Optimization exercise on an open flow, not production practice. RTL: at most simulated, not proved equivalent. Power: default activity.

==> flow/design.v (outline; a module is shown in full before it is edited, if it fits) <==
// module elem_mult: 2397 lines
// module fhe_vec_top: 170 lines
module fhe_vec_top #(
  parameter int WIDTH = 4
) (
  input  logic                           clk,
  input  logic                           rstn,
  input  logic                           psel,
  input  logic                           penable,
  input  logic                           pwrite,
  input  logic [fhe_vec_pkg::APB_AW-1:0] paddr,
  input  logic [fhe_vec_pkg::APB_DW-1:0] pwdata,
  output logic [fhe_vec_pkg::APB_DW-1:0] prdata,
  output logic                           pready,
  output logic                           pslverr,
  output logic                           done
);
  // ...
==> flow/flow/run.sh <==
#!/bin/bash
export SETUP_SLACK_MARGIN=7.6
bash standard.sh > standard.log 2>&1
==> flow/standard.sh <==
#!/bin/bash
# synth_recipe.tcl (not shown) runs the flow's synth.tcl, then flattens the netlist and writes it again
# the make line also repeats each setting of config.mk as NAME=value (left out here)
make -C /OpenROAD-flow-scripts/flow DESIGN_CONFIG=/design/flow/config.mk WORK_HOME=/design/flow/orfs CLKGATE_MAP_FILE= SYNTH_SCRIPT=/design/flow/synth_recipe.tcl "${@:-finish}"
==> flow/config.mk <==
export PLATFORM = sky130hd
export DESIGN_NAME = fhe_vec_top
export DESIGN_NICKNAME = fhe_vec_top
export VERILOG_FILES = /design/flow/design.v
export SDC_FILE = /design/flow/constraint.sdc
export NUM_CORES = 4
export LEC_CHECK = 0
export CAP_MARGIN = 20
export CORE_MARGIN = 2
export CORE_UTILIZATION = 40
export CTS_BUF_LIST = sky130_fd_sc_hd__clkbuf_16
export CTS_CLUSTER_DIAMETER = 100
export CTS_CLUSTER_SIZE = 30
export SLEW_MARGIN = 20
==> flow/constraint.sdc <==
create_clock -name core_clock -period 11.0 [get_ports {clk}]
set_input_delay 2.2000 -clock core_clock [delete_from_list [all_inputs] [get_ports {clk}]]
set_output_delay 2.2000 -clock core_clock [all_outputs]
set_load 0.01 [all_outputs]
==> qor.yml, run 1 <==
global_routing:
  grt_pass1_wl_mm: 426
  antenna_found_initial: 18
  met1_usage_pct: 27.5
synthesis:
  synth_warnings: 2
  synthTopCellsByCount: "edfxtp_1 (2048), mux4_2 (674), inv_1 (557), dfxtp_1 (511), nand2_1 (492)"
  syn_area_per_cell_sq_um: 16.8
  syn_inst: 6748
  synth_area_sq_um: 114000
  synth.most_common_cell: "edfxtp_1"
layout:
  buffer_area_share_pct: 4.13
  nNonClkInverters: 557
  nFillCells: 24200
  num-multi-input-gates: 3334
  multi_input_comb_area_sq_um: 39200
  seq_share_pct: 56.9
run_status:
  status: "timing/DRC/antenna clean"
critical_path:
  crit_end: "prdata[0]"
  r2r_setup_slack_ns: 7.40
  crit_path_start: "rd_q[0]"
timing:
  period_share_pct: 32.7
  setup_viol: 0
  drv_slew: 0
floorplan:
  core_sq_um: 282000
  die-area_sq_um: 288000
route:
  via_per_inst: 5.49
  met2_length_mm: 150
  vias: 59500
clocking:
  insertion_delay_ns: 0.85
  cts_buffers: 104
power_and_ir_drop:
  comb_cell_power_w: 0.00524
  leakagePower_nw: 44.2
Testbench counts, summed over its fixed seeds: cycles 29,762.
==> module fhe_vec_top, before the edit <==
module fhe_vec_top #(
  parameter int WIDTH = 4
) (
  input  logic                           clk,
  input  logic                           rstn,
  input  logic                           psel,
  input  logic                           penable,
  input  logic                           pwrite,
  input  logic [fhe_vec_pkg::APB_AW-1:0] paddr,
  input  logic [fhe_vec_pkg::APB_DW-1:0] pwdata,
  output logic [fhe_vec_pkg::APB_DW-1:0] prdata,
  output logic                           pready,
  output logic                           pslverr,
  output logic                           done
);
  localparam int NE   = 64;    
  localparam int LAT  = 8;     
  localparam int LAST = NE + LAT - 1;   
  logic [NE-1:0][15:0] m1;
  logic [NE-1:0][15:0] m2;
  logic [3:0]  op;
  logic [15:0] p;
  logic [16:0] mu;
  logic [15:0] s;
  logic        err;
  logic        run;
  logic        iss;       
  logic [6:0]  cnt;
  logic        setup;
  logic        acc_q;     
  logic        prdy_q;    
  logic        wr_q;
  logic        mem_q;
  logic        bank_q;
  logic [5:0]  ea_q;      
  logic        regok_q;   
  logic [16:0] wd_q;
  logic [16:0] rd_q;
  logic        slverr_q;
  logic        run_next;
  logic        err_next;
  logic        done_next;
  assign setup = psel & ~penable;
  always_ff @(posedge clk) begin
    wr_q    <= pwrite;
    mem_q   <= paddr[15];
    bank_q  <= paddr[14];
    ea_q    <= paddr[5:0];
    regok_q <= ~|paddr[14:3];
    wd_q    <= pwdata[16:0];
    prdy_q  <= ~(setup & ~pwrite);
  end
  logic [5:0]      ridx_q;
  logic            iss_next;
  logic [5:0]      cnt_next;
  logic [15:0]     e1;
  logic [15:0]     e2;
  always_ff @(posedge clk) begin
    ridx_q <= iss_next ? cnt_next : paddr[5:0];
  end
  assign e1 = m1[ridx_q];
  assign e2 = m2[ridx_q];
  always_ff @(posedge clk) begin
    slverr_q <= paddr[15] & (setup ? run_next : run);
  end
  always_ff @(posedge clk) begin
    rd_q <= '0;
    if (mem_q) begin
      rd_q <= {1'b0, bank_q ? e2 : e1};
    end else if (regok_q) begin
      case (ea_q[2:0])
        3'd0: rd_q <= 17'(op);
        3'd1: rd_q <= 17'({err_next, run_next});   
        3'd2: rd_q <= 17'(p);
        3'd3: rd_q <= mu;
        3'd4: rd_q <= 17'(s);
        default: ;
      endcase
    end
  end
  assign pready  = prdy_q;
  assign pslverr = slverr_q;
  assign prdata  = {15'd0, rd_q};
  logic       rw;         
  logic       start_ok;
  logic       start_bad;
  logic       op_valid;
  assign rw        = acc_q & wr_q & ~mem_q & regok_q & ~run;
  assign op_valid  = (wd_q[3:0] >= 4'd1) && (wd_q[3:0] <= 4'd4);
  assign start_ok  = rw & (ea_q[2:0] == 3'd0) & wd_q[8] & op_valid;
  assign start_bad = rw & (ea_q[2:0] == 3'd0) & wd_q[8] & ~op_valid;
  assign done_next = run & (cnt == 7'(LAST));
  assign run_next  = start_ok | (run & ~done_next);
  assign err_next  = start_bad | (err & ~done_next);
  logic [6:0] cnt_next7;
  assign cnt_next7 = start_ok ? 7'd0 : (run ? cnt + 1'b1 : cnt);
  assign cnt_next  = cnt_next7[5:0];
  assign iss_next  = start_ok | (iss & ~(run & (cnt == 7'(NE - 1))));
  always_ff @(posedge clk) begin
    if (!rstn) begin
      op    <= '0;
      p     <= '0;
      mu    <= '0;
      s     <= '0;
      err   <= 1'b0;
      run   <= 1'b0;
      iss   <= 1'b0;
      cnt   <= '0;
      done  <= 1'b0;
      acc_q <= 1'b0;
    end else begin
      acc_q <= setup;
      run   <= run_next;
      err   <= err_next;
      done  <= done_next;
      cnt <= 7'(cnt_next7);
      iss <= iss_next;
      if (rw) begin
        case (ea_q[2:0])
          3'd0: op <= wd_q[3:0];
          3'd2: p  <= wd_q[15:0];
          3'd3: mu <= wd_q[16:0];
          3'd4: s  <= wd_q[15:0];
          default: ;
        endcase
      end
    end
  end
  logic        is_mul;
  logic        is_sc;
  logic [15:0] res_q;
  logic [15:0] a_q, b_q;
  logic [18:0] np3_q;
  assign is_mul = (op == 4'd1) | (op == 4'd2);
  assign is_sc  = (op == 4'd2) | (op == 4'd4);
  always_ff @(posedge clk) begin
    a_q   <= e1;
    b_q   <= is_sc ? s : e2;
    np3_q <= 19'd0 - 19'(p) - {2'd0, p, 1'b0};
  end
  elem_mult u_eng (
    .clk(clk), .a_q(a_q), .b_q(b_q), .mul(is_mul), .p(p), .mu(mu[15:0]),
    .np3(np3_q), .res(res_q)
  );
  logic        ew_d;
  logic        ew_q;       
  logic        wen_q;      
  logic [5:0]  wi_q;
  logic        wb_q;
  logic [15:0] wdat;
  assign ew_d = run & (cnt >= 7'(LAT - 1)) & (cnt < 7'(NE + LAT - 1));
  always_ff @(posedge clk) begin
    if (!rstn) begin
      ew_q  <= 1'b0;
      wen_q <= 1'b0;
    end else begin
      ew_q  <= ew_d;
      wen_q <= ew_d | (setup & pwrite & paddr[15] & ~run_next);
    end
    wi_q <= ew_d ? 6'(cnt - 7'(LAT - 1)) : paddr[5:0];
    wb_q <= ~ew_d & paddr[14];
  end
  assign wdat = ew_q ? res_q : wd_q[15:0];
  always_ff @(posedge clk) begin
    for (int e = 0; e < NE; e++) begin
      if (wen_q && !wb_q && wi_q == 6'(e)) m1[e] <= wdat;
      if (wen_q && wb_q && wi_q == 6'(e)) m2[e] <= wdat;
    end
  end
endmodule
==> inputs of run 2 (changes only) <==
--- a/flow/design.v
+++ b/flow/design.v
@@ -1043,52 +1043,52 @@
   wire m5s997;
   wire m5c998;
   wire m5s999;
   wire m5c1000;
   wire m5s1001;
   wire m5c1002;
   wire m5s1003;
   wire m5c1004;
-  wire m5s1005;
-  wire m5c1006;
-  wire m5s1007;
-  wire m5c1008;
-  wire m5s1009;
-  wire m5c1010;
-  wire m5s1011;
-  wire m5c1012;
-  wire m5s1013;
-  wire m5c1014;
-  wire m5s1015;
-  wire m5c1016;
-  wire m5s1017;
-  wire m5c1018;
-  wire m5s1019;
-  wire m5c1020;
-  wire m5s1021;
-  wire m5c1022;
-  wire m5s1023;
-  wire m5c1024;
-  wire m5s1025;
-  wire m5c1026;
-  wire m5s1027;
-  wire m5c1028;
-  wire m5s1029;
-  wire m5c1030;
-  wire m5s1031;
-  wire m5c1032;
-  wire m5s1033;
-  wire m5c1034;
-  wire m5s1035;
-  wire m5c1036;
-  wire m5s1037;
-  wire m5c1038;
-  wire m5s1039;
-  wire m5c1040;
+  wire m6s1005;
+  wire m6c1006;
+  wire m6s1007;
+  wire m6c1008;
+  wire m6s1009;
+  wire m6c1010;
+  wire m6s1011;
+  wire m6c1012;
+  wire m6s1013;
+  wire m6c1014;
+  wire m6s1015;
+  wire m6c1016;
+  wire m6s1017;
+  wire m6c1018;
+  wire m6s1019;
+  wire m6c1020;
+  wire m6s1021;
+  wire m6c1022;
+  wire m6s1023;
+  wire m6c1024;
+  wire m6s1025;
+  wire m6c1026;
+  wire m6s1027;
+  wire m6c1028;
+  wire m6s1029;
+  wire m6c1030;
+  wire m6s1031;
+  wire m6c1032;
+  wire m6s1033;
+  wire m6c1034;
+  wire m6s1035;
+  wire m6c1036;
+  wire m6s1037;
+  wire m6c1038;
+  wire m6s1039;
+  wire m6c1040;
   wire m6s1041;
   wire m6c1042;
   wire m6s1043;
   wire m6c1044;
   wire m6s1045;
   wire m6c1046;
   wire m6s1047;
   wire m6c1048;
@@ -1109,23 +1109,19 @@
   wire m6s1063;
   wire m6c1064;
   wire m6s1065;
   wire m6c1066;
   wire m6s1067;
   wire m6c1068;
   wire m6s1069;
   wire m6c1070;
-  wire m6s1071;
-  wire m6c1072;
-  wire m6s1073;
-  wire m6c1074;
   logic [87:0] ab_q, ab_q_d;
   logic [57:0] xm_q, xm_q_d;
-  logic [52:0] rr_q, rr_q_d;
+  logic [68:0] rr_q, rr_q_d;
   logic [16:0] sum2_q;
   logic [17:0] pl2_q, pl3_q, pl4_q;
   logic [16:0] x_q;
   logic [16:0] q_q;
   logic [17:0] r0_q;
   logic [18:0] d1, d2, d3;
   assign m1s1 = (a_q[0] & b_q[13]) ^ (a_q[1] & b_q[12]);
   assign m1c2 = (a_q[0] & b_q[13]) & (a_q[1] & b_q[12]);
@@ -2279,141 +2275,153 @@
   assign m5s997 = m5c924 ^ m5c926 ^ m5c928;
   assign m5c998 = (m5c924 & m5c926) | (m5c924 & m5c928) | (m5c926 & m5c928);
   assign m5s999 = m5s935 ^ m5s937 ^ m5s939;
   assign m5c1000 = (m5s935 & m5s937) | (m5s935 & m5s939) | (m5s937 & m5s939);
   assign m5s1001 = m5c930 ^ m5c932 ^ m5c934;
   assign m5c1002 = (m5c930 & m5c932) | (m5c930 & m5c934) | (m5c932 & m5c934);
   assign m5s1003 = m5c936 ^ m5c938;
   assign m5c1004 = m5c936 & m5c938;
-  assign m5s1005 = (q_q[2] & p[0]) ^ (q_q[1] & p[1]);
-  assign m5c1006 = (q_q[2] & p[0]) & (q_q[1] & p[1]);
-  assign m5s1007 = (q_q[1] & p[2]) ^ (q_q[0] & p[3]) ^ ~pl4_q[3];
-  assign m5c1008 = ((q_q[1] & p[2]) & (q_q[0] & p[3])) | ((q_q[1] & p[2]) & ~pl4_q[3]) | ((q_q[0] & p[3]) & ~pl4_q[3]);
-  assign m5s1009 = ~pl4_q[4] ^ m5s943 ^ m5s945;
-  assign m5c1010 = (~pl4_q[4] & m5s943) | (~pl4_q[4] & m5s945) | (m5s943 & m5s945);
-  assign m5s1011 = m5s947 ^ m5s949 ^ m5c944;
-  assign m5c1012 = (m5s947 & m5s949) | (m5s947 & m5c944) | (m5s949 & m5c944);
-  assign m5s1013 = m5s951 ^ m5s953 ^ m5c948;
-  assign m5c1014 = (m5s951 & m5s953) | (m5s951 & m5c948) | (m5s953 & m5c948);
-  assign m5s1015 = m5s955 ^ m5s957 ^ m5c952;
-  assign m5c1016 = (m5s955 & m5s957) | (m5s955 & m5c952) | (m5s957 & m5c952);
-  assign m5s1017 = m5s959 ^ m5s961 ^ m5c956;
-  assign m5c1018 = (m5s959 & m5s961) | (m5s959 & m5c956) | (m5s961 & m5c956);
-  assign m5s1019 = m5s963 ^ m5s965 ^ m5c960;
-  assign m5c1020 = (m5s963 & m5s965) | (m5s963 & m5c960) | (m5s965 & m5c960);
-  assign m5s1021 = m5s967 ^ m5s969 ^ m5c964;
-  assign m5c1022 = (m5s967 & m5s969) | (m5s967 & m5c964) | (m5s969 & m5c964);
-  assign m5s1023 = m5s971 ^ m5s973 ^ m5c968;
-  assign m5c1024 = (m5s971 & m5s973) | (m5s971 & m5c968) | (m5s973 & m5c968);
-  assign m5s1025 = m5s975 ^ m5s977 ^ m5c972;
-  assign m5c1026 = (m5s975 & m5s977) | (m5s975 & m5c972) | (m5s977 & m5c972);
-  assign m5s1027 = m5s979 ^ m5s981 ^ m5c976;
-  assign m5c1028 = (m5s979 & m5s981) | (m5s979 & m5c976) | (m5s981 & m5c976);
-  assign m5s1029 = m5s983 ^ m5s985 ^ m5c980;
-  assign m5c1030 = (m5s983 & m5s985) | (m5s983 & m5c980) | (m5s985 & m5c980);
-  assign m5s1031 = m5s987 ^ m5s989 ^ m5c984;
-  assign m5c1032 = (m5s987 & m5s989) | (m5s987 & m5c984) | (m5s989 & m5c984);
-  assign m5s1033 = m5s991 ^ m5s993 ^ m5c988;
-  assign m5c1034 = (m5s991 & m5s993) | (m5s991 & m5c988) | (m5s993 & m5c988);
-  assign m5s1035 = m5s995 ^ m5s997 ^ m5c992;
-  assign m5c1036 = (m5s995 & m5s997) | (m5s995 & m5c992) | (m5s997 & m5c992);
-  assign m5s1037 = m5s999 ^ m5s1001 ^ m5c996;
-  assign m5c1038 = (m5s999 & m5s1001) | (m5s999 & m5c996) | (m5s1001 & m5c996);
-  assign m5s1039 = m5c940 ^ m5s1003 ^ m5c1000;
-  assign m5c1040 = (m5c940 & m5s1003) | (m5c940 & m5c1000) | (m5s1003 & m5c1000);
   assign rr_q_d[0] = (q_q[0] & p[0]);
   assign rr_q_d[1] = ~pl4_q[0];
   assign rr_q_d[2] = (q_q[1] & p[0]);
   assign rr_q_d[3] = (q_q[0] & p[1]);
   assign rr_q_d[4] = ~pl4_q[1];
-  assign rr_q_d[5] = (q_q[0] & p[2]);
-  assign rr_q_d[6] = ~pl4_q[2];
-  assign rr_q_d[7] = m5s1005;
-  assign rr_q_d[8] = m5s941;
-  assign rr_q_d[9] = m5s1007;
-  assign rr_q_d[10] = m5c1006;
-  assign rr_q_d[11] = m5c942;
-  assign rr_q_d[12] = m5s1009;
-  assign rr_q_d[13] = m5c1008;
-  assign rr_q_d[14] = m5c946;
-  assign rr_q_d[15] = m5s1011;
-  assign rr_q_d[16] = m5c1010;
-  assign rr_q_d[17] = m5c950;
-  assign rr_q_d[18] = m5s1013;
-  assign rr_q_d[19] = m5c1012;
-  assign rr_q_d[20] = m5c954;
-  assign rr_q_d[21] = m5s1015;
-  assign rr_q_d[22] = m5c1014;
-  assign rr_q_d[23] = m5c958;
-  assign rr_q_d[24] = m5s1017;
-  assign rr_q_d[25] = m5c1016;
-  assign rr_q_d[26] = m5c962;
-  assign rr_q_d[27] = m5s1019;
-  assign rr_q_d[28] = m5c1018;
-  assign rr_q_d[29] = m5c966;
-  assign rr_q_d[30] = m5s1021;
-  assign rr_q_d[31] = m5c1020;
-  assign rr_q_d[32] = m5c970;
-  assign rr_q_d[33] = m5s1023;
-  assign rr_q_d[34] = m5c1022;
-  assign rr_q_d[35] = m5c974;
-  assign rr_q_d[36] = m5s1025;
-  assign rr_q_d[37] = m5c1024;
-  assign rr_q_d[38] = m5c978;
-  assign rr_q_d[39] = m5s1027;
-  assign rr_q_d[40] = m5c1026;
-  assign rr_q_d[41] = m5c982;
-  assign rr_q_d[42] = m5s1029;
-  assign rr_q_d[43] = m5c1028;
-  assign rr_q_d[44] = m5c986;
-  assign rr_q_d[45] = m5s1031;
-  assign rr_q_d[46] = m5c1030;
-  assign rr_q_d[47] = m5c990;
-  assign rr_q_d[48] = m5s1033;
-  assign rr_q_d[49] = m5c1032;
-  assign rr_q_d[50] = m5c994;
-  assign rr_q_d[51] = m5s1035;
-  assign rr_q_d[52] = m5c1034;
-  assign m6s1041 = rr_q[2] ^ rr_q[3];
-  assign m6c1042 = rr_q[2] & rr_q[3];
-  assign m6s1043 = rr_q[5] ^ rr_q[6] ^ rr_q[7];
-  assign m6c1044 = (rr_q[5] & rr_q[6]) | (rr_q[5] & rr_q[7]) | (rr_q[6] & rr_q[7]);
-  assign m6s1045 = rr_q[8] ^ rr_q[9] ^ rr_q[10];
-  assign m6c1046 = (rr_q[8] & rr_q[9]) | (rr_q[8] & rr_q[10]) | (rr_q[9] & rr_q[10]);
-  assign m6s1047 = rr_q[11] ^ rr_q[12] ^ rr_q[13];
-  assign m6c1048 = (rr_q[11] & rr_q[12]) | (rr_q[11] & rr_q[13]) | (rr_q[12] & rr_q[13]);
-  assign m6s1049 = rr_q[14] ^ rr_q[15] ^ rr_q[16];
-  assign m6c1050 = (rr_q[14] & rr_q[15]) | (rr_q[14] & rr_q[16]) | (rr_q[15] & rr_q[16]);
-  assign m6s1051 = rr_q[17] ^ rr_q[18] ^ rr_q[19];
-  assign m6c1052 = (rr_q[17] & rr_q[18]) | (rr_q[17] & rr_q[19]) | (rr_q[18] & rr_q[19]);
-  assign m6s1053 = rr_q[20] ^ rr_q[21] ^ rr_q[22];
-  assign m6c1054 = (rr_q[20] & rr_q[21]) | (rr_q[20] & rr_q[22]) | (rr_q[21] & rr_q[22]);
-  assign m6s1055 = rr_q[23] ^ rr_q[24] ^ rr_q[25];
-  assign m6c1056 = (rr_q[23] & rr_q[24]) | (rr_q[23] & rr_q[25]) | (rr_q[24] & rr_q[25]);
-  assign m6s1057 = rr_q[26] ^ rr_q[27] ^ rr_q[28];
-  assign m6c1058 = (rr_q[26] & rr_q[27]) | (rr_q[26] & rr_q[28]) | (rr_q[27] & rr_q[28]);
-  assign m6s1059 = rr_q[29] ^ rr_q[30] ^ rr_q[31];
-  assign m6c1060 = (rr_q[29] & rr_q[30]) | (rr_q[29] & rr_q[31]) | (rr_q[30] & rr_q[31]);
-  assign m6s1061 = rr_q[32] ^ rr_q[33] ^ rr_q[34];
-  assign m6c1062 = (rr_q[32] & rr_q[33]) | (rr_q[32] & rr_q[34]) | (rr_q[33] & rr_q[34]);
-  assign m6s1063 = rr_q[35] ^ rr_q[36] ^ rr_q[37];
-  assign m6c1064 = (rr_q[35] & rr_q[36]) | (rr_q[35] & rr_q[37]) | (rr_q[36] & rr_q[37]);
-  assign m6s1065 = rr_q[38] ^ rr_q[39] ^ rr_q[40];
-  assign m6c1066 = (rr_q[38] & rr_q[39]) | (rr_q[38] & rr_q[40]) | (rr_q[39] & rr_q[40]);
-  assign m6s1067 = rr_q[41] ^ rr_q[42] ^ rr_q[43];
-  assign m6c1068 = (rr_q[41] & rr_q[42]) | (rr_q[41] & rr_q[43]) | (rr_q[42] & rr_q[43]);
-  assign m6s1069 = rr_q[44] ^ rr_q[45] ^ rr_q[46];
-  assign m6c1070 = (rr_q[44] & rr_q[45]) | (rr_q[44] & rr_q[46]) | (rr_q[45] & rr_q[46]);
-  assign m6s1071 = rr_q[47] ^ rr_q[48] ^ rr_q[49];
-  assign m6c1072 = (rr_q[47] & rr_q[48]) | (rr_q[47] & rr_q[49]) | (rr_q[48] & rr_q[49]);
-  assign m6s1073 = rr_q[50] ^ rr_q[51] ^ rr_q[52];
-  assign m6c1074 = (rr_q[50] & rr_q[51]) | (rr_q[50] & rr_q[52]) | (rr_q[51] & rr_q[52]);
-  wire [17:0] t0_a = {m6s1073, m6s1071, m6s1069, m6s1067, m6s1065, m6s1063, m6s1061, m6s1059, m6s1057, m6s1055, m6s1053, m6s1051, m6s1049, m6s1047, m6s1045, m6s1043, rr_q[4], rr_q[0]};
-  wire [17:0] t0_b = {m6c1072, m6c1070, m6c1068, m6c1066, m6c1064, m6c1062, m6c1060, m6c1058, m6c1056, m6c1054, m6c1052, m6c1050, m6c1048, m6c1046, m6c1044, m6c1042, m6s1041, rr_q[1]};
+  assign rr_q_d[5] = (q_q[2] & p[0]);
+  assign rr_q_d[6] = (q_q[1] & p[1]);
+  assign rr_q_d[7] = (q_q[0] & p[2]);
+  assign rr_q_d[8] = ~pl4_q[2];
+  assign rr_q_d[9] = (q_q[1] & p[2]);
+  assign rr_q_d[10] = (q_q[0] & p[3]);
+  assign rr_q_d[11] = ~pl4_q[3];
+  assign rr_q_d[12] = m5s941;
+  assign rr_q_d[13] = ~pl4_q[4];
+  assign rr_q_d[14] = m5s943;
+  assign rr_q_d[15] = m5s945;
+  assign rr_q_d[16] = m5c942;
+  assign rr_q_d[17] = m5s947;
+  assign rr_q_d[18] = m5s949;
+  assign rr_q_d[19] = m5c944;
+  assign rr_q_d[20] = m5c946;
+  assign rr_q_d[21] = m5s951;
+  assign rr_q_d[22] = m5s953;
+  assign rr_q_d[23] = m5c948;
+  assign rr_q_d[24] = m5c950;
+  assign rr_q_d[25] = m5s955;
+  assign rr_q_d[26] = m5s957;
+  assign rr_q_d[27] = m5c952;
+  assign rr_q_d[28] = m5c954;
+  assign rr_q_d[29] = m5s959;
+  assign rr_q_d[30] = m5s961;
+  assign rr_q_d[31] = m5c956;
+  assign rr_q_d[32] = m5c958;
+  assign rr_q_d[33] = m5s963;
+  assign rr_q_d[34] = m5s965;
+  assign rr_q_d[35] = m5c960;
+  assign rr_q_d[36] = m5c962;
+  assign rr_q_d[37] = m5s967;
+  assign rr_q_d[38] = m5s969;
+  assign rr_q_d[39] = m5c964;
+  assign rr_q_d[40] = m5c966;
+  assign rr_q_d[41] = m5s971;
+  assign rr_q_d[42] = m5s973;
+  assign rr_q_d[43] = m5c968;
+  assign rr_q_d[44] = m5c970;
+  assign rr_q_d[45] = m5s975;
+  assign rr_q_d[46] = m5s977;
+  assign rr_q_d[47] = m5c972;
+  assign rr_q_d[48] = m5c974;
+  assign rr_q_d[49] = m5s979;
+  assign rr_q_d[50] = m5s981;
+  assign rr_q_d[51] = m5c976;
+  assign rr_q_d[52] = m5c978;
+  assign rr_q_d[53] = m5s983;
+  assign rr_q_d[54] = m5s985;
+  assign rr_q_d[55] = m5c980;
+  assign rr_q_d[56] = m5c982;
+  assign rr_q_d[57] = m5s987;
+  assign rr_q_d[58] = m5s989;
+  assign rr_q_d[59] = m5c984;
+  assign rr_q_d[60] = m5c986;
+  assign rr_q_d[61] = m5s991;
+  assign rr_q_d[62] = m5s993;
+  assign rr_q_d[63] = m5c988;
+  assign rr_q_d[64] = m5c990;
+  assign rr_q_d[65] = m5s995;
+  assign rr_q_d[66] = m5s997;
+  assign rr_q_d[67] = m5c992;
+  assign rr_q_d[68] = m5c994;
+  assign m6s1005 = rr_q[5] ^ rr_q[6];
+  assign m6c1006 = rr_q[5] & rr_q[6];
+  assign m6s1007 = rr_q[9] ^ rr_q[10] ^ rr_q[11];
+  assign m6c1008 = (rr_q[9] & rr_q[10]) | (rr_q[9] & rr_q[11]) | (rr_q[10] & rr_q[11]);
+  assign m6s1009 = rr_q[13] ^ rr_q[14] ^ rr_q[15];
+  assign m6c1010 = (rr_q[13] & rr_q[14]) | (rr_q[13] & rr_q[15]) | (rr_q[14] & rr_q[15]);
+  assign m6s1011 = rr_q[17] ^ rr_q[18] ^ rr_q[19];
+  assign m6c1012 = (rr_q[17] & rr_q[18]) | (rr_q[17] & rr_q[19]) | (rr_q[18] & rr_q[19]);
+  assign m6s1013 = rr_q[21] ^ rr_q[22] ^ rr_q[23];
+  assign m6c1014 = (rr_q[21] & rr_q[22]) | (rr_q[21] & rr_q[23]) | (rr_q[22] & rr_q[23]);
+  assign m6s1015 = rr_q[25] ^ rr_q[26] ^ rr_q[27];
+  assign m6c1016 = (rr_q[25] & rr_q[26]) | (rr_q[25] & rr_q[27]) | (rr_q[26] & rr_q[27]);
+  assign m6s1017 = rr_q[29] ^ rr_q[30] ^ rr_q[31];
+  assign m6c1018 = (rr_q[29] & rr_q[30]) | (rr_q[29] & rr_q[31]) | (rr_q[30] & rr_q[31]);
+  assign m6s1019 = rr_q[33] ^ rr_q[34] ^ rr_q[35];
+  assign m6c1020 = (rr_q[33] & rr_q[34]) | (rr_q[33] & rr_q[35]) | (rr_q[34] & rr_q[35]);
+  assign m6s1021 = rr_q[37] ^ rr_q[38] ^ rr_q[39];
+  assign m6c1022 = (rr_q[37] & rr_q[38]) | (rr_q[37] & rr_q[39]) | (rr_q[38] & rr_q[39]);
+  assign m6s1023 = rr_q[41] ^ rr_q[42] ^ rr_q[43];
+  assign m6c1024 = (rr_q[41] & rr_q[42]) | (rr_q[41] & rr_q[43]) | (rr_q[42] & rr_q[43]);
+  assign m6s1025 = rr_q[45] ^ rr_q[46] ^ rr_q[47];
+  assign m6c1026 = (rr_q[45] & rr_q[46]) | (rr_q[45] & rr_q[47]) | (rr_q[46] & rr_q[47]);
+  assign m6s1027 = rr_q[49] ^ rr_q[50] ^ rr_q[51];
+  assign m6c1028 = (rr_q[49] & rr_q[50]) | (rr_q[49] & rr_q[51]) | (rr_q[50] & rr_q[51]);
+  assign m6s1029 = rr_q[53] ^ rr_q[54] ^ rr_q[55];
+  assign m6c1030 = (rr_q[53] & rr_q[54]) | (rr_q[53] & rr_q[55]) | (rr_q[54] & rr_q[55]);
+  assign m6s1031 = rr_q[57] ^ rr_q[58] ^ rr_q[59];
+  assign m6c1032 = (rr_q[57] & rr_q[58]) | (rr_q[57] & rr_q[59]) | (rr_q[58] & rr_q[59]);
+  assign m6s1033 = rr_q[61] ^ rr_q[62] ^ rr_q[63];
+  assign m6c1034 = (rr_q[61] & rr_q[62]) | (rr_q[61] & rr_q[63]) | (rr_q[62] & rr_q[63]);
+  assign m6s1035 = rr_q[65] ^ rr_q[66] ^ rr_q[67];
+  assign m6c1036 = (rr_q[65] & rr_q[66]) | (rr_q[65] & rr_q[67]) | (rr_q[66] & rr_q[67]);
+  assign m6s1037 = rr_q[2] ^ rr_q[3];
+  assign m6c1038 = rr_q[2] & rr_q[3];
+  assign m6s1039 = rr_q[7] ^ rr_q[8] ^ m6s1005;
+  assign m6c1040 = (rr_q[7] & rr_q[8]) | (rr_q[7] & m6s1005) | (rr_q[8] & m6s1005);
+  assign m6s1041 = rr_q[12] ^ m6s1007 ^ m6c1006;
+  assign m6c1042 = (rr_q[12] & m6s1007) | (rr_q[12] & m6c1006) | (m6s1007 & m6c1006);
+  assign m6s1043 = rr_q[16] ^ m6s1009 ^ m6c1008;
+  assign m6c1044 = (rr_q[16] & m6s1009) | (rr_q[16] & m6c1008) | (m6s1009 & m6c1008);
+  assign m6s1045 = rr_q[20] ^ m6s1011 ^ m6c1010;
+  assign m6c1046 = (rr_q[20] & m6s1011) | (rr_q[20] & m6c1010) | (m6s1011 & m6c1010);
+  assign m6s1047 = rr_q[24] ^ m6s1013 ^ m6c1012;
+  assign m6c1048 = (rr_q[24] & m6s1013) | (rr_q[24] & m6c1012) | (m6s1013 & m6c1012);
+  assign m6s1049 = rr_q[28] ^ m6s1015 ^ m6c1014;
+  assign m6c1050 = (rr_q[28] & m6s1015) | (rr_q[28] & m6c1014) | (m6s1015 & m6c1014);
+  assign m6s1051 = rr_q[32] ^ m6s1017 ^ m6c1016;
+  assign m6c1052 = (rr_q[32] & m6s1017) | (rr_q[32] & m6c1016) | (m6s1017 & m6c1016);
+  assign m6s1053 = rr_q[36] ^ m6s1019 ^ m6c1018;
+  assign m6c1054 = (rr_q[36] & m6s1019) | (rr_q[36] & m6c1018) | (m6s1019 & m6c1018);
+  assign m6s1055 = rr_q[40] ^ m6s1021 ^ m6c1020;
+  assign m6c1056 = (rr_q[40] & m6s1021) | (rr_q[40] & m6c1020) | (m6s1021 & m6c1020);
+  assign m6s1057 = rr_q[44] ^ m6s1023 ^ m6c1022;
+  assign m6c1058 = (rr_q[44] & m6s1023) | (rr_q[44] & m6c1022) | (m6s1023 & m6c1022);
+  assign m6s1059 = rr_q[48] ^ m6s1025 ^ m6c1024;
+  assign m6c1060 = (rr_q[48] & m6s1025) | (rr_q[48] & m6c1024) | (m6s1025 & m6c1024);
+  assign m6s1061 = rr_q[52] ^ m6s1027 ^ m6c1026;
+  assign m6c1062 = (rr_q[52] & m6s1027) | (rr_q[52] & m6c1026) | (m6s1027 & m6c1026);
+  assign m6s1063 = rr_q[56] ^ m6s1029 ^ m6c1028;
+  assign m6c1064 = (rr_q[56] & m6s1029) | (rr_q[56] & m6c1028) | (m6s1029 & m6c1028);
+  assign m6s1065 = rr_q[60] ^ m6s1031 ^ m6c1030;
+  assign m6c1066 = (rr_q[60] & m6s1031) | (rr_q[60] & m6c1030) | (m6s1031 & m6c1030);
+  assign m6s1067 = rr_q[64] ^ m6s1033 ^ m6c1032;
+  assign m6c1068 = (rr_q[64] & m6s1033) | (rr_q[64] & m6c1032) | (m6s1033 & m6c1032);
+  assign m6s1069 = rr_q[68] ^ m6s1035 ^ m6c1034;
+  assign m6c1070 = (rr_q[68] & m6s1035) | (rr_q[68] & m6c1034) | (m6s1035 & m6c1034);
+  wire [17:0] t0_a = {m6s1069, m6s1067, m6s1065, m6s1063, m6s1061, m6s1059, m6s1057, m6s1055, m6s1053, m6s1051, m6s1049, m6s1047, m6s1045, m6s1043, m6s1041, m6s1039, rr_q[4], rr_q[0]};
+  wire [17:0] t0_b = {m6c1068, m6c1066, m6c1064, m6c1062, m6c1060, m6c1058, m6c1056, m6c1054, m6c1052, m6c1050, m6c1048, m6c1046, m6c1044, m6c1042, m6c1040, m6c1038, m6s1037, rr_q[1]};
   wire [17:0] t0 = t0_a + t0_b;
   wire [17:0] r0 = ~t0;
   assign d1 = {1'b0, r0_q} - {3'b0, p};
   assign d2 = {1'b0, r0_q} - {2'b0, p, 1'b0};
   assign d3 = {1'b0, r0_q} + np3;
   always_ff @(posedge clk) begin
     ab_q <= ab_q_d;
     xm_q <= xm_q_d;
@@ -2573,32 +2581,33 @@
     np3_q <= 19'd0 - 19'(p) - {2'd0, p, 1'b0};
   end
   elem_mult u_eng (
     .clk(clk), .a_q(a_q), .b_q(b_q), .mul(is_mul), .p(p), .mu(mu[15:0]),
     .np3(np3_q), .res(res_q)
   );
   logic        ew_d;
   logic        ew_q;       
-  logic        wen_q;      
   logic [5:0]  wi_q;
   logic        wb_q;
+  logic        hw;
+  logic        wen;
   logic [15:0] wdat;
   assign ew_d = run & (cnt >= 7'(LAT - 1)) & (cnt < 7'(NE + LAT - 1));
   always_ff @(posedge clk) begin
     if (!rstn) begin
-      ew_q  <= 1'b0;
-      wen_q <= 1'b0;
+      ew_q <= 1'b0;
     end else begin
-      ew_q  <= ew_d;
-      wen_q <= ew_d | (setup & pwrite & paddr[15] & ~run_next);
+      ew_q <= ew_d;
     end
     wi_q <= ew_d ? 6'(cnt - 7'(LAT - 1)) : paddr[5:0];
     wb_q <= ~ew_d & paddr[14];
   end
+  assign hw   = acc_q & wr_q & mem_q & ~run;   
+  assign wen  = ew_q | hw;
   assign wdat = ew_q ? res_q : wd_q[15:0];
   always_ff @(posedge clk) begin
     for (int e = 0; e < NE; e++) begin
-      if (wen_q && !wb_q && wi_q == 6'(e)) m1[e] <= wdat;
-      if (wen_q && wb_q && wi_q == 6'(e)) m2[e] <= wdat;
+      if (wen && !wb_q && wi_q == 6'(e)) m1[e] <= wdat;
+      if (wen && wb_q && wi_q == 6'(e)) m2[e] <= wdat;
     end
   end
 endmodule
==> flow/flow/run.sh (replaced) <==
#!/bin/bash
export SETUP_SLACK_MARGIN=7.45
bash standard.sh > standard.log 2>&1
==> run 2 against run 1 <==
  * Critical path depth is 6 higher
  * Sequential share of layout area grew 0.79 points
  * Largest cell class unchanged
  * Clock power hardly changed
  * Combinational power decreased by 4.4%
  * Synthesized cell count grew 0.25%
  * Non-clock buffer count decreased by 146
  * Via count is 0.56% lower
  * Fmax fell by 2.3%
==> qor.yml, run 2 <==
global_routing:
  grt_use_total_pct: 19.9
  antenna_found_initial: 16  # -2
  grt_max_degree: 105
  grt_pass1_wl_mm: 421  # -1.3%
  grt_pass1_vias: 60000
  grt-ovfl-total: 0
layout:
  nets: 7622
  area_growth_pct: 9.58
  fin_area_sq_um: 125000
  top_regs: "m1: 1024 flops, m2: 1024 flops, u_eng.ab_q: 88 flops"
  nFillCells: 24800  # +2.6%
  drive_above_1_share_pct: 18.6
  final_core_utilization_pct: 44.0
  register_area_sq_um: 72200
  multi_input_comb_area_sq_um: 39200  # about the same
  layout_common_cells: "edfxtp_1 (2048), mux4_2 (673), inv_1 (619), fa_1 (480), dfxtp_1 (463)"
  final_common_cell: "edfxtp_1"
placed_design:
  place_area_sq_um: 120000
  gp_congestion: 0.825
  io_buffers: 57
  dpl.hpwl_mm: 180
  place_worst_setup_slack_ns: 6.19
timing:
  drv_slew: 0  # unchanged
  maxSlewHeadroom_pct: 24.9
  final_hold_viol_count: 0
  max_freq_mhz: 271
  skew_ns: 0.0608
  rsz0062_at_grt: "yes"
  min_period_ns: 3.69
  tightest_slew_ns: 1.13
  worst_slack_ns: 7.31
  setup-tns-final_ns: 0
  period_share_pct: 33.5  # +0.78 points
  setup_viol: 0  # unchanged
floorplan:
  rows: 196
  start_util_pct: 40.1
  core_sq_um: 284000  # +0.77%
  pin_count: 88
  die-area_sq_um: 290000  # +0.61%
  die-width_microns: 538
  chipHeight_microns: 538
synthesis:
  synth.distinct_cells: 75
  synth_largest_type_area_fraction_pct: 53.8
  synthTopCellsByCount: "edfxtp_1 (2048), mux4_2 (673), inv_1 (594), dfxtp_1 (526), fa_1 (480)"
  syn_area_per_cell_sq_um: 16.9  # +0.37%
  synth_edf_count: 2048
  syn_inst: 6765  # +0.25%
  synth_seq_area_share_pct: 63.1
  synth_warnings: 2  # unchanged
  ys_seq_elements: 2574
  ys.flop_type: "edfxtp_1"
  async_flop_share_pct: 0
  synth_area_leaders: "edfxtp_1 (54%), mux4_2 (13%), dfxtp_1 (9.2%)"
  synth.most_common_cell: "edfxtp_1"
  yosys.area.top_type: "edfxtp_1"
  synth_area_sq_um: 114000  # +0.62%
route:
  vias: 59200  # -0.56%
  drc_errors: 0
  drtIter0Drc: 6346
  ant_nets: 0
  firstDrtPassIters: 6
  totalWireLength_mm: 295
  wire_per_inst_microns: 27.5
  via_per_inst: 5.51  # +0.39%
critical_path:
  ff2ff_path_depth: 7
  r2r-end: "m1[708]"
  critPathArrivalTime_ns: 4.20
  required_ns: 11.51
  r2r_setup_slack_ns: 7.31  # -0.09 ns
  endpoint_kind: "register"
  path_class: "reg2reg"
  crit_fanout: 16
  cp-start-kind: "register"
  reg2reg_from: "run"
flow_run:
  maxCapViolCount: 0
power_and_ir_drop:
  power.density_nw_per_um2: 170
  leakagePower_nw: 43.5  # -1.6%
  ir_drop_mv: 0.145
clocking:
  holdBufCountCts: 0
  clk_pin_slew_worst_paths_ns: 0.12
  cts_root_buffer: "clkbuf_16"
  insertion_delay_ns: 0.82  # -0.03 ns
  cts_num_sinks: 2574
  cts_htree_levels: 3
  clk_path_buf_depth: 3
  cts_buffers: 104  # unchanged
  cts_tree: "done"
worst_hold_path:
  holdCritPathClass: "reg2reg"
  hp-start: "u_eng.pl2_q[6]"
  holdPathEnd: "u_eng.pl3_q[6]"
  holdPathStages: 0
run_status:
  status: "timing/DRC/antenna clean"
-- run 2: cell types whose count changed in the layout (fill, tap and decap cells not counted), sizes merged, moves of 13 or more --
cell / change
inv: +37
and2: +63
nand2: -128
mux2i: +49
nor2: +24
dfxtp: +15
xnor2: +13
a21oi: -34
buf: -141
-- run 2: metal layers --
| layer | share of wire [%] | track usage [%] | up-vias |
|---|---|---|---|
| li1 | - | - | 25000 |
| met5 | 0.015 | 0 | - |
| met1 | 41 | 26.8 | 32000 |
| met4 | 3.7 | 6.81 | 6 |
| met2 | 49 | 33.3 | 1891 |
| met3 | 6.3 | 2.65 | 332 |
-- run 2: logic make-up (layout without fill, tap and decap cells) --
family | after synthesis | in the layout | synth area share (%)
flops | 2574 | 2574 | 63.1
simple gates | 1240 | 1241 | 5.33
buf+inv | 902 | 1081 | 3.11
mux | 809 | 809 | 14.5
fa+ha+maj | 672 | 672 | 10.5
compound gates | 405 | 407 | 2.21
xor+xnor | 162 | 162 | 1.24
other cells | 1 | 26 | 0.00328
-- run 2: what timing repair did --
action,in CTS,in global routing
resized for setup,261,92
cloned,10,14
pin swaps,6,15
endpoints found under the setup margin,375,332
endpoints found under the hold margin,0,0
setup buffers,23,30
-- run 2: layout make-up --
cell class,instances,area share [%]
Clock buffer,105,2.10
Clock inverter,65,0.486
Tap cell,3762,3.76
Sequential cell,2574,57.7
Inverter,594,1.79
Antenna cell,11,0.0220
Multi-Input combinational cell,3306,31.3
Timing Repair Buffer,317,2.85
-- run 2: worst max-delay path, stage by stage, from the launching register on --
cell      delay [ns]
dfxtp_1         0.51
nand3b_1        0.46
inv_1           0.12
a21oi_1         0.18
nor2_1          0.42
nand2_1         0.62
nor2_2          0.71
buf_4           0.35
-- run 2: power breakdown --
group | switching, W | internal, W
Combinational | 0.00286 | 0.00215
Sequential | 0.000378 | 0.0109
Clock | 0.00305 | 0.00188
Total | 0.00629 | 0.0149
-- run 2: stage by stage --
stage	instances	hold WS (ns)	power [W]
finish	10700	0.329	0.0212
global route	10700	0.327	0.0223
floorplan	6779	0.310	0.0148
global placement	10500	0.315	0.0162
detailed placement	10500	0.314	0.0163
CTS	10700	0.333	0.0213
-- run 2: how the worst max path moves through the flow --
stage,to,startpoint,cells past startpoint
after global placement,rd_q[9],ridx_q[0],8
after detailed placement,rd_q[15],ridx_q[0],8
after CTS,m1[816],run,7
after floorplan,u_eng.xm_q[16],mu[15],11
after global routing,m1[816],run,7
final,m1[708],run,7
Testbench counts of run 2, summed over its fixed seeds: cycles 29,762.
==> inputs of run 3 (changes only) <==
--- a/flow/design.v
+++ b/flow/design.v
@@ -2493,14 +2493,24 @@
     prdy_q  <= ~(setup & ~pwrite);
   end
-  logic [5:0]      ridx_q;
+  logic [NE-1:0]   sel_q;
   logic            iss_next;
   logic [5:0]      cnt_next;
+  logic [5:0]      sidx;
   logic [15:0]     e1;
   logic [15:0]     e2;
+  assign sidx = iss_next ? cnt_next : paddr[5:0];
   always_ff @(posedge clk) begin
-    ridx_q <= iss_next ? cnt_next : paddr[5:0];
+    for (int e = 0; e < NE; e++) begin
+      sel_q[e] <= (sidx == 6'(e));
+    end
+  end
+  always_comb begin
+    e1 = '0;
+    e2 = '0;
+    for (int e = 0; e < NE; e++) begin
+      e1 = e1 | ({16{sel_q[e]}} & m1[e]);
+      e2 = e2 | ({16{sel_q[e]}} & m2[e]);
+    end
   end
-  assign e1 = m1[ridx_q];
-  assign e2 = m2[ridx_q];
   always_ff @(posedge clk) begin
     slverr_q <= paddr[15] & (setup ? run_next : run);
==> flow/flow/run.sh (replaced) <==
#!/bin/bash
export SETUP_SLACK_MARGIN=7.5
bash standard.sh > standard.log 2>&1
--- a/flow/config.mk
+++ b/flow/config.mk
@@ -7,8 +7,10 @@
 export LEC_CHECK = 0
 export CAP_MARGIN = 20
+export CELL_PAD_IN_SITES_DETAIL_PLACEMENT = 1
+export CELL_PAD_IN_SITES_GLOBAL_PLACEMENT = 1
 export CORE_MARGIN = 2
 export CORE_UTILIZATION = 40
 export CTS_BUF_LIST = sky130_fd_sc_hd__clkbuf_16
-export CTS_CLUSTER_DIAMETER = 100
-export CTS_CLUSTER_SIZE = 30
+export CTS_CLUSTER_DIAMETER = 80
+export CTS_CLUSTER_SIZE = 24
 export SLEW_MARGIN = 20
==> run 3 against run 2 <==
  * Still clean on timing, DRC and antenna
  * Clock skew rose by 0.022 ns
  * Wire length rose by 52%
  * Final cell count up 5.7%
  * Combinational power fell by 16%
  * Critical path depth rose by 2
  * Clock-buffer cell count up 38
  * Total power grew 2.6%
  * Clock power is 25% higher
  * Sequential power hardly changed
  * First-iteration DRC count increased by 69%
  * Core utilization rose by 0.96 points
  * Critical endpoint is now rd_q[4]
  * Largest power group unchanged
==> qor.yml, run 3 <==
run_status:
  status: "timing/DRC/antenna clean"
synthesis:
  syn_area_per_cell_sq_um: 14.8  # -13%
  synth_area_sq_um: 110000  # -3.7%
  synth_largest_type_area_fraction_pct: 55.9  # +2.0 points
  synth_area_leaders: "edfxtp_1 (56%), dfxtp_1 (11%), fa_1 (8.7%)"
  synth_edf_count: 2048  # unchanged
  ys.flop_type: "edfxtp_1"
  yosys.area.top_type: "edfxtp_1"
  synth_warnings: 2  # unchanged
  synth.distinct_cells: 78  # +4.0%
  synthTopCellsByCount: "edfxtp_1 (2048), dfxtp_1 (584), fa_1 (480), inv_1 (468), and2_1 (422)"
  ys_seq_elements: 2632  # +2.3%
  synth_seq_area_share_pct: 66.5  # +3.5 points
  synth.most_common_cell: "edfxtp_1"
  syn_inst: 7450  # +10%
  async_flop_share_pct: 0  # unchanged
route:
  wire_per_inst_microns: 39.5  # +44%
  vias: 72000  # +22%
  drc_errors: 0  # unchanged
  totalWireLength_mm: 449  # +52%
  ant_nets: 0  # unchanged
  via_per_inst: 6.35  # +15%
  firstDrtPassIters: 6  # unchanged
  drtIter0Drc: 10700  # +69%
clocking:
  cts_htree_levels: 4  # +1
  insertion_delay_ns: 0.88  # +0.06 ns
  clk_pin_slew_worst_paths_ns: 0.10  # -0.02 ns
  cts_num_sinks: 2632  # +2.3%
  clk_path_buf_depth: 3  # unchanged
  cts_buffers: 143  # +38%
  cts_root_buffer: "clkbuf_16"
  holdBufCountCts: 0  # unchanged
  cts_tree: "done"
placed_design:
  dpl.hpwl_mm: 277  # +54%
  gp_congestion: 0.888  # +7.6%
  io_buffers: 57  # unchanged
floorplan:
  rows: 192  # -2.0%
  core_sq_um: 274000  # -3.8%
  pin_count: 88  # unchanged
  die-area_sq_um: 279000  # -3.6%
  start_util_pct: 40.2  # +0.062 points
  die-width_microns: 528  # -1.8%
  chipHeight_microns: 528  # -1.8%
critical_path:
  cp-start-kind: "register"
  critPathArrivalTime_ns: 4.27  # +0.07 ns
  crit_path_start: "sel_q[20]"
  crit_fanout: 20  # +4
  required_ns: 11.66  # +0.15 ns
  path_class: "reg2reg"
  endpoint_kind: "register"
  reg2reg_from: "sel_q[20]"
timing:
  rsz0062_at_grt: "yes"
  setup-tns-final_ns: 0  # unchanged
  max_freq_mhz: 277  # +2.0%
  min_period_ns: 3.61  # -0.0721 ns
  period_share_pct: 32.9  # -0.66 points
  final_hold_viol_count: 0  # unchanged
  skew_ns: 0.0830  # +0.0223 ns
  setup_viol: 0  # unchanged
  whs_ns: 0.333  # +0.00404 ns
  tightest_slew_ns: 1.44  # +0.314 ns
  drv_slew: 0  # unchanged
  maxSlewHeadroom_pct: 2.96  # -22 points
global_routing:
  antenna_found_initial: 23  # +7
  grt-ovfl-total: 0  # unchanged
  grt_max_degree: 115  # +9.5%
  grt_use_total_pct: 31.7  # +12 points
  grt_pass1_vias: 71700  # +20%
  grt_pass1_wl_mm: 605  # +44%
layout:
  drive_above_1_share_pct: 12.3  # -6.3 points
  final_common_cell: "edfxtp_1"
  final_core_utilization_pct: 45.0  # +0.96 points
  layout_common_cells: "edfxtp_1 (2048), inv_1 (493), fa_1 (479), dfxtp_1 (469), and2_1 (417)"
  nets: 8384  # +10%
  nFillCells: 27000  # +9.1%
  top_regs: "m1: 1024 flops, m2: 1024 flops, u_eng.ab_q: 88 flops"
  area_growth_pct: 11.8
flow_run:
  maxCapViolCount: 0  # unchanged
power_and_ir_drop:
  switching_power_w: 0.00641  # +2.0%
  combPwrFrac_pct: 19.4  # -4.2 points
  clkPwrFrac_pct: 28.2  # +5.0 points
  leakagePower_nw: 43.1  # -1.0%
  seqPwrFrac_pct: 52.5  # -0.7 points
  internal-power_w: 0.0154  # +2.9%
  p_sw_share_pct: 29.4  # -0.19 points
  ir_drop_mv: 0.144  # -1.1%
  power.density_nw_per_um2: 177  # +4.4%
worst_hold_path:
  holdCritPathClass: "reg2reg"
  hp-start: "u_eng.pl3_q[5]"
## run 3: cell count changes after synthesis, moves of 89 or more
cell,delta
mux4_2,-671
nor2_1,+89
a22o_1,+367
nand4_1,+134
a221oi_1,+367
clkbuf_1,+90
inv_1,-126
a22oi_1,+290
## run 3: repair_timing
item | 4_1_cts | 5_1_grt
pin swaps | 33 | 49
gates resized for setup | 236 | 116
endpoints found under the hold margin | 0 | 0
setup buffers | 40 | 25
gates cloned | 0 | 2
endpoints found under the setup margin | 574 | 138
## run 3: worst max-delay path, stage by stage, from the launching register on
cell,delay [ns]
dfxtp_2,0.33
buf_4,0.33
buf_4,0.36
a22o_1,0.26
a221oi_1,0.35
nand4_1,0.47
or4_4,0.77
nor2_1,0.14
a31o_2,0.11
o22ai_1,0.18
## run 3: kinds of logic after synthesis
kind of cell / Yosys count / synth area share [%]
flops: 2632 / 66.5
simple gates: 1617 / 7.29
buf+inv: 825 / 2.88
compound gates: 1465 / 10.3
fa+ha+maj: 672 / 10.9
mux: 66 / 0.656
xor+xnor: 172 / 1.38
other cells: 1 / 0.00341
## run 3: power groups by stage
| stage | sequential, W | clock [W] | combinational, W |
|---|---|---|---|
| 2_1_floorplan | 0.0115 | 0 | 0.00268 |
| 3_3_place_gp | 0.0117 | 0 | 0.00394 |
| 3_5_place_dp | 0.0117 | 0 | 0.00405 |
| 4_1_cts | 0.0114 | 0.00616 | 0.00415 |
| 5_1_grt | 0.0115 | 0.00649 | 0.00468 |
| 6_report | 0.0114 | 0.00613 | 0.00422 |
## run 3: layout make-up
| class | count | area [sq um] | area share [%] |
|---|---|---|---|
| flip-flops and latches | 2632 | 73400 | 59.7 |
| multi-input cells | 4009 | 35000 | 28.4 |
| well taps | 3589 | 4490 | 3.65 |
| repair buffers | 405 | 3750 | 3.05 |
| clock buffers | 143 | 3580 | 2.91 |
| inverters | 468 | 1760 | 1.43 |
| clock inverters | 93 | 1020 | 0.829 |
| diodes | 12 | 30.0 | 0.0244 |
## run 3: worst paths after layout
check,end,slack [ns],cells after the start
max,rd_q[4],7.39,9
min,u_eng.pl4_q[5],0.33,0
max reg2reg,rd_q[4],7.39,9
min reg2reg,u_eng.pl4_q[5],0.33,0
## run 3: routing by layer
layer	GRT usage, %	vias to the layer above	wire (microns)
li1	-	28100	-
met1	41.2	38300	168000
met2	50.0	4566	206000
met3	6.42	1149	46000
met4	17.0	8	29100
met5	0	-	61
## run 3: through the flow
step	cell area, sq um	total power (W)	std cells	setup WS [ns]
after floorplan	110000	0.0141	7464	7.50
after global placement	117000	0.0156	11000	6.52
after detailed placement	117000	0.0157	11000	6.61
after CTS	122000	0.0217	11300	7.38
after global routing	123000	0.0226	11300	7.37
final	123000	0.0218	11400	7.39
Testbench counts of run 3, summed over its fixed seeds: cycles 29,762.
==> inputs of run 4 (changes only) <==
--- a/flow/design.v
+++ b/flow/design.v
@@ -2597,26 +2597,25 @@
   logic        ew_d;
   logic        ew_q;       
+  logic        wen_q;      
   logic [5:0]  wi_q;
   logic        wb_q;
-  logic        hw;
-  logic        wen;
   logic [15:0] wdat;
   assign ew_d = run & (cnt >= 7'(LAT - 1)) & (cnt < 7'(NE + LAT - 1));
   always_ff @(posedge clk) begin
     if (!rstn) begin
-      ew_q <= 1'b0;
+      ew_q  <= 1'b0;
+      wen_q <= 1'b0;
     end else begin
-      ew_q <= ew_d;
+      ew_q  <= ew_d;
+      wen_q <= ew_d | (setup & pwrite & paddr[15] & ~run_next);
     end
     wi_q <= ew_d ? 6'(cnt - 7'(LAT - 1)) : paddr[5:0];
     wb_q <= ~ew_d & paddr[14];
   end
-  assign hw   = acc_q & wr_q & mem_q & ~run;   
-  assign wen  = ew_q | hw;
   assign wdat = ew_q ? res_q : wd_q[15:0];
   always_ff @(posedge clk) begin
     for (int e = 0; e < NE; e++) begin
-      if (wen && !wb_q && wi_q == 6'(e)) m1[e] <= wdat;
-      if (wen && wb_q && wi_q == 6'(e)) m2[e] <= wdat;
+      if (wen_q && !wb_q && wi_q == 6'(e)) m1[e] <= wdat;
+      if (wen_q && wb_q && wi_q == 6'(e)) m2[e] <= wdat;
     end
   end
==> run 4 against run 3 <==
  * First-iteration DRC count decreased by 7.3%
  * Critical path type unchanged
  * Sequential share of layout area about the same
  * Total power increased by 1.0%
  * Combinational power about the same
  * Via count increased by 0.15%
==> qor.yml, run 4 <==
placed_design:
  place_worst_setup_slack_ns: 6.92  # +0.314 ns
  dpl.hpwl_mm: 279  # +0.54%
  gp_congestion: 0.880  # -0.99%
  place_inst: 11000  # +0.12%
  io_buffers: 57  # unchanged
power_and_ir_drop:
  clkPwrFrac_pct: 28.9  # +0.7 points
  switching_power_w: 0.00638  # -0.47%
  internal-power_w: 0.0156  # +1.6%
  combPwrFrac_pct: 19.0  # -0.4 points
  ir_drop_mv: 0.165  # +15%
  seqPwrFrac_pct: 52.0  # -0.5 points
  leakagePower_nw: 43.2  # +0.39%
  p_sw_share_pct: 29.0  # -0.43 points
  power.density_nw_per_um2: 179  # +0.92%
timing:
  worst_slack_ns: 7.31  # -0.0783 ns
  final_hold_viol_count: 0  # unchanged
  setup_viol: 0  # unchanged
  max_freq_mhz: 271  # -2.1%
  rsz0062_at_grt: "yes"
  tightest_slew_ns: 1.27  # -0.175 ns
  setup-tns-final_ns: 0  # unchanged
  drv_slew: 0  # unchanged
  period_share_pct: 33.6  # +0.71 points
  skew_ns: 0.135  # +0.0517 ns
  maxSlewHeadroom_pct: 15.4  # +12 points
  whs_ns: 0.291  # -0.0415 ns
  min_period_ns: 3.69  # +0.0783 ns
worst_hold_path:
  holdPathStages: 0  # unchanged
  holdCritPathClass: "reg2reg"
route:
  vias: 72100  # +0.15%
  via_per_inst: 6.35  # about the same
  wire_per_inst_microns: 39.6  # +0.26%
  totalWireLength_mm: 451  # +0.38%
  ant_nets: 0  # unchanged
  firstDrtPassIters: 6  # unchanged
  drtIter0Drc: 9942  # -7.3%
  drc_errors: 0  # unchanged
synthesis:
  synth_warnings: 2  # unchanged
  synth_compound_area_share_pct: 10.6  # +0.21 points
  synth.distinct_cells: 89  # +14%
  synth_area_leaders: "edfxtp_1 (56%), dfxtp_1 (11%), fa_1 (8.7%)"
  synth_xor_area_share_pct: 1.27  # -0.11 points
  synth_area_sq_um: 110000  # +0.22%
  syn_area_per_cell_sq_um: 14.8  # -0.10%
  synthMuxAreaShare_pct: 0.694  # +0.038 points
  synth_top_family_by_area: "adder cells"
  synth.most_common_cell: "edfxtp_1"
  synthAdderAreaFrac_pct: 10.9  # -0.024 points
  ys.flop_type: "edfxtp_1"
  synth_largest_type_area_fraction_pct: 55.8  # -0.12 points
  synth_edf_count: 2048  # unchanged
  ys_seq_elements: 2633  # +0.038%
  async_flop_share_pct: 0  # unchanged
  synth-simple-area-share_pct: 7.25  # -0.042 points
  syn_inst: 7474  # +0.32%
  synth_seq_area_share_pct: 66.4  # -0.13 points
  synthTopCellsByCount: "edfxtp_1 (2048), dfxtp_1 (585), inv_1 (483), fa_1 (480)"
  yosys.area.top_type: "edfxtp_1"
critical_path:
  cpMostUsedCell: "buf_4"
  crit_fanout: 12  # -40%
  path_class: "reg2reg"
  critPathArrivalTime_ns: 4.37  # +0.10 ns
  ff2ff_path_depth: 7  # -2
  slowest_stage: "dfxtp_2"
  crit_buf_inv: 2  # unchanged
  endpoint_kind: "register"
  required_ns: 11.67  # about the same
  cp_num_cells: 7  # -2
  path_cells: "buf_4 -> buf_4 -> a221oi_1 -> nand4_1 -> nor3_2 -> a31o_2 -> o22ai_1"
  critPathMaxStageDelay_ns: 0.85  # +0.08 ns
  cp-start-kind: "register"
  path_delay_family: "compound AO/OA/AOI/OAI gates"
global_routing:
  grt_use_total_pct: 31.8  # +0.097 points
  grt_pass1_wl_mm: 609  # +0.54%
  grt_max_degree: 121  # +5.2%
  antenna_found_initial: 25  # +8.7%
  grt-ovfl-total: 0  # unchanged
  grt_pass1_vias: 72600  # +1.2%
clocking:
  cts_htree_levels: 4  # unchanged
  cts_num_sinks: 2633  # +0.038%
  cts_buffers: 156  # +9.1%
  clk_path_buf_depth: 4  # +1
  cts_tree: "done"
  cts_root_buffer: "clkbuf_16"
  clk_pin_slew_worst_paths_ns: 0.10  # about the same
  insertion_delay_ns: 0.94  # +0.06 ns
layout:
  area_growth_pct: 11.6
  nets: 8418  # +0.41%
  top_regs: "m1: 1024 flops, m2: 1024 flops, u_eng.ab_q: 88 flops"
  drive_above_1_share_pct: 12.8  # +0.50 points
  register_area_sq_um: 73500  # about the same
  final_common_cell: "edfxtp_1"
  nFillCells: 27000  # -0.14%
  layout_common_cells: "edfxtp_1 (2048), inv_1 (492), fa_1 (473), dfxtp_1 (463), nand2_1 (417)"
  finalNonFillerCells: 11400  # +0.12%
  multi_input_comb_area_sq_um: 35000  # about the same
  final_core_utilization_pct: 45.0  # about the same
floorplan:
  rows: 192  # unchanged
  chipHeight_microns: 529  # +0.11%
  core_sq_um: 274000  # about the same
  die-area_sq_um: 280000  # +0.22%
  die-width_microns: 529  # +0.11%
  pin_count: 88  # unchanged
  start_util_pct: 40.3  # +0.054 points
flow_run:
  maxCapViolCount: 0  # unchanged
run_status:
  status: "timing/DRC/antenna clean"
## run 4: kinds of logic (layout without fill, tap and decap cells)
logic type                 Yosys count  in the layout
DFF                               2633           2633
xor gates and xnor gates           159            159
AOI/OAI and AO/OA                 1487           1487
muxes                               70             70
and+or+nand+nor                   1609           1609
buffers and inverters              843           1123
adders and majority gates          672            672
other                                1             23
## run 4: cell type report
type	count	share of cell area [%]
timing repair buffer	407	2.90
clock buffer	160	3.25
antenna	8	0.0163
sequential	2633	59.7
clock inverter	73	0.628
inverter	483	1.48
multi-input combinational	4012	28.4
tap	3589	3.65
## run 4: final timing paths
kind                    from               to  slack [ns]
max                sel_q[53]          rd_q[7]        7.31
min          u_eng.pl3_q[16]  u_eng.pl4_q[16]        0.29
max reg2reg        sel_q[53]          rd_q[7]        7.31
min reg2reg  u_eng.pl3_q[16]  u_eng.pl4_q[16]        0.29
## run 4: power groups by stage
stage	combinational, W	clock [W]	sequential [W]
finish	0.00419	0.00636	0.0114
global placement	0.00392	0	0.0117
CTS	0.00411	0.00638	0.0115
floorplan	0.00275	0	0.0115
global route	0.00468	0.00669	0.0115
detailed placement	0.00404	0	0.0117
## run 4: metal layers
layer	global-route usage, %	vias up	share of wire, %
met5	0	-	0.0062
met1	39.1	38400	36
met4	18.5	4	7.1
li1	-	28200	-
met3	6.46	1240	9.9
met2	51.9	4350	47
## run 4: repair_timing
action / CTS / global route
setup buffers: 11 / 62
gates resized for setup: 208 / 138
setup endpoints to repair: 110 / 160
hold buffers: 0 / 0
gates cloned: 1 / 1
pin swaps: 12 / 62
## run 4: stage by stage
stage	cell area, sq um	total power (W)
6_report	123000	0.0220
5_1_grt	123000	0.0229
2_1_floorplan	110000	0.0142
3_3_place_gp	117000	0.0156
3_5_place_dp	117000	0.0157
4_1_cts	122000	0.0220
Testbench counts of run 4, summed over its fixed seeds: cycles 29,762.
==> inputs of run 5 (changes only) <==
--- a/flow/design.v
+++ b/flow/design.v
@@ -2493,24 +2493,14 @@
     prdy_q  <= ~(setup & ~pwrite);
   end
-  logic [NE-1:0]   sel_q;
+  logic [5:0]      ridx_q;
   logic            iss_next;
   logic [5:0]      cnt_next;
-  logic [5:0]      sidx;
   logic [15:0]     e1;
   logic [15:0]     e2;
-  assign sidx = iss_next ? cnt_next : paddr[5:0];
   always_ff @(posedge clk) begin
-    for (int e = 0; e < NE; e++) begin
-      sel_q[e] <= (sidx == 6'(e));
-    end
-  end
-  always_comb begin
-    e1 = '0;
-    e2 = '0;
-    for (int e = 0; e < NE; e++) begin
-      e1 = e1 | ({16{sel_q[e]}} & m1[e]);
-      e2 = e2 | ({16{sel_q[e]}} & m2[e]);
-    end
+    ridx_q <= iss_next ? cnt_next : paddr[5:0];
   end
+  assign e1 = m1[ridx_q];
+  assign e2 = m2[ridx_q];
   always_ff @(posedge clk) begin
     slverr_q <= paddr[15] & (setup ? run_next : run);
==> flow/flow/run.sh (replaced) <==
#!/bin/bash
export SETUP_SLACK_MARGIN=7.45
bash standard.sh > standard.log 2>&1
==> flow/config.mk (replaced) <==
export PLATFORM = sky130hd
export DESIGN_NAME = fhe_vec_top
export DESIGN_NICKNAME = fhe_vec_top
export VERILOG_FILES = /design/flow/design.v
export SDC_FILE = /design/flow/constraint.sdc
export NUM_CORES = 4
export LEC_CHECK = 0
export CAP_MARGIN = 20
export CORE_MARGIN = 2
export CORE_UTILIZATION = 40
export CTS_BUF_LIST = sky130_fd_sc_hd__clkbuf_16
export CTS_CLUSTER_DIAMETER = 100
export CTS_CLUSTER_SIZE = 30
export SLEW_MARGIN = 20
==> run 5 against run 4 <==
  * Synthesized cell count is 10% lower
  * Flip-flop and latch count decreased by 58
  * First-iteration DRC count is 39% lower
  * Clock skew shrank 0.077 ns
  * Non-clock buffer count is 49 lower
  * Clock-buffer cell count down 55
  * Fmax up 1.8%
  * Critical path depth decreased by 6
  * Highest routed layer unchanged
==> qor.yml, run 5 <==
global_routing:
  antenna_found_initial: 23  # -8.0%
  grt_use_met2_pct: 34.1  # -18 points
  grt_pass1_wl_mm: 426  # -30%
  met1_usage_pct: 27.6  # -12 points
  grt-ovfl-total: 0  # unchanged
  grt_pass1_vias: 60200  # -17%
  grt_max_degree: 109  # -9.9%
  grt_use_total_pct: 20.5  # -11 points
synthesis:
  synthMuxAreaShare_pct: 14.5  # +14 points
  async_flop_share_pct: 0  # unchanged
  synth.distinct_cells: 73  # -18%
  synth_top_family_by_area: "multiplexers"
  synth-simple-area-share_pct: 5.25  # -2.0 points
  yosys.area.top_type: "edfxtp_1"
  synth_edf_count: 2048  # unchanged
  syn_area_per_cell_sq_um: 17.0  # +15%
  synth_warnings: 2  # unchanged
  synth_xor_area_share_pct: 1.32  # +0.051 points
  synth_seq_area_share_pct: 63.2  # -3.2 points
  ys.flop_type: "edfxtp_1"
  synthAdderAreaFrac_pct: 10.5  # -0.35 points
  synth_area_sq_um: 114000  # +3.4%
  ys_seq_elements: 2575  # -2.2%
  syn_inst: 6718  # -10%
floorplan:
  die-width_microns: 538  # +1.7%
  start_util_pct: 40.3  # +0.044 points
  core_sq_um: 283000  # +3.3%
  pin_count: 88  # unchanged
clocking:
  clk_path_buf_depth: 3  # -1
  cts_buffers: 102  # -35%
  clk_pin_slew_worst_paths_ns: 0.11  # about the same
  cts_root_buffer: "clkbuf_16"
  cts_htree_levels: 3  # -1
  cts_num_sinks: 2575  # -2.2%
timing:
  period_share_pct: 33.0  # -0.61 points
  setup-tns-final_ns: 0  # unchanged
  final_hold_viol_count: 0  # unchanged
  maxSlewHeadroom_pct: 21.3  # +5.9 points
  max_freq_mhz: 276  # +1.8%
  drv_slew: 0  # unchanged
  rsz0062_at_grt: "yes"
critical_path:
  critPathArrivalTime_ns: 1.43  # -2.94 ns
  r2r_setup_slack_ns: 7.52  # +0.21 ns
  crit_buf_inv: 1  # -1
  endpoint_kind: "primary output"
  path_cells: "buf_6"
  required_ns: 8.80  # -2.87 ns
  path_class: "reg2out"
layout:
  drive_above_1_share_pct: 19.3  # +6.4 points
  top_regs: "m1: 1024 flops, m2: 1024 flops, u_eng.ab_q: 88 flops"
  layout_common_cells: "edfxtp_1 (2048), mux4_2 (672), inv_1 (610), fa_1 (479), dfxtp_1 (466)"
  nets: 7613  # -9.6%
  final_common_cell: "edfxtp_1"
  area_growth_pct: 9.86
route:
  via_per_inst: 5.52  # -13%
  firstDrtPassIters: 5  # -1
  vias: 59100  # -18%
  drtIter0Drc: 6063  # -39%
run_status:
  status: "timing/DRC/antenna clean"
power_and_ir_drop:
  finalPower_w: 0.0211  # -4.2%
  ir_drop_mv: 0.145  # -12%
  seqPwrFrac_pct: 53.6  # +1.6 points
  leakagePower_nw: 43.8  # +1.3%
  clkPwrFrac_pct: 23.1  # -5.8 points
  switching_power_w: 0.00621  # -2.6%
  p_sw_share_pct: 29.5  # +0.47 points
flow_run:
  maxCapViolCount: 0  # unchanged
worst_hold_path:
  holdCritPathClass: "reg2reg"
placed_design:
  dpl.hpwl_mm: 182  # -35%
  gp_congestion: 0.848  # -3.6%
  io_buffers: 57  # unchanged
==> run 5: cell count changes after synthesis, moves of 71 or more <==
cell	before	now
nor2_1	369	298
clkbuf_1	296	219
nand4_1	139	14
a22o_1	368	0
mux4_2	1	672
nand2_1	419	338
a22oi_1	290	0
a221oi_1	369	2
inv_1	483	582
==> run 5: cell type report <==
type	instances	area (sq um)
clock inverters	60	526
well taps	3743	4680
diodes	13	32.5
repair buffers	358	3880
flip-flops and latches	2575	72200
inverters	582	2190
fillers	24400	158000
clock buffers	105	2630
multi-input cells	3269	39000
==> run 5: power by group through the flow <==
stage,Clock [W],Combinational (W),Sequential (W)
floorplan,0,0.00342,0.0113
global placement,0,0.00464,0.0115
detailed placement,0,0.00470,0.0115
CTS,0.00498,0.00487,0.0113
global route,0.00529,0.00554,0.0113
finish,0.00486,0.00493,0.0113
==> run 5: worst paths after layout <==
| check | startpoint | to | cells after the start |
|---|---|---|---|
| setup / recovery | rd_q[15] | prdata[15] | 1 |
| setup reg to reg | p[3] | u_eng.res[6] | 13 |
| hold reg to reg | u_eng.pl2_q[9] | u_eng.pl3_q[9] | 0 |
| hold / removal | u_eng.pl2_q[9] | u_eng.pl3_q[9] | 0 |
==> run 5: timing repair <==
action / 4_1_cts / 5_1_grt
hold buffers: 0 / 0
gates resized for setup: 259 / 99
pin swaps: 10 / 12
cloned: 18 / 4
endpoints found under the setup margin: 129 / 88
setup buffers: 31 / 27
==> run 5: cells by family after synthesis <==
group,count (synthesis)
compound gates,387
buf+inv,888
fa+ha+maj,672
xor+xnor,171
mux,804
simple gates,1220
other cells,1
flops,2575
==> run 5: metal layers <==
metal	routed length (microns)	vias up
li1	-	24900
met1	121000	31700
met2	146000	2029
met3	19600	392
met4	11600	6
met5	38	-
==> run 5: stage by stage <==
step           std cells  util [%]  worst slack [ns]  cell area [sq um]  hold WS, ns
4_1_cts            10700      44.0              7.32             124000        0.339
6_report           10700      44.3              7.37             125000        0.334
2_1_floorplan       6732         -              7.49             114000        0.310
3_5_place_dp       10400      42.4              6.05             120000        0.314
5_1_grt            10700      44.3              7.35             125000        0.341
3_3_place_gp       10400      42.4              6.04             120000        0.311
Testbench counts of run 5, summed over its fixed seeds: cycles 29,762.
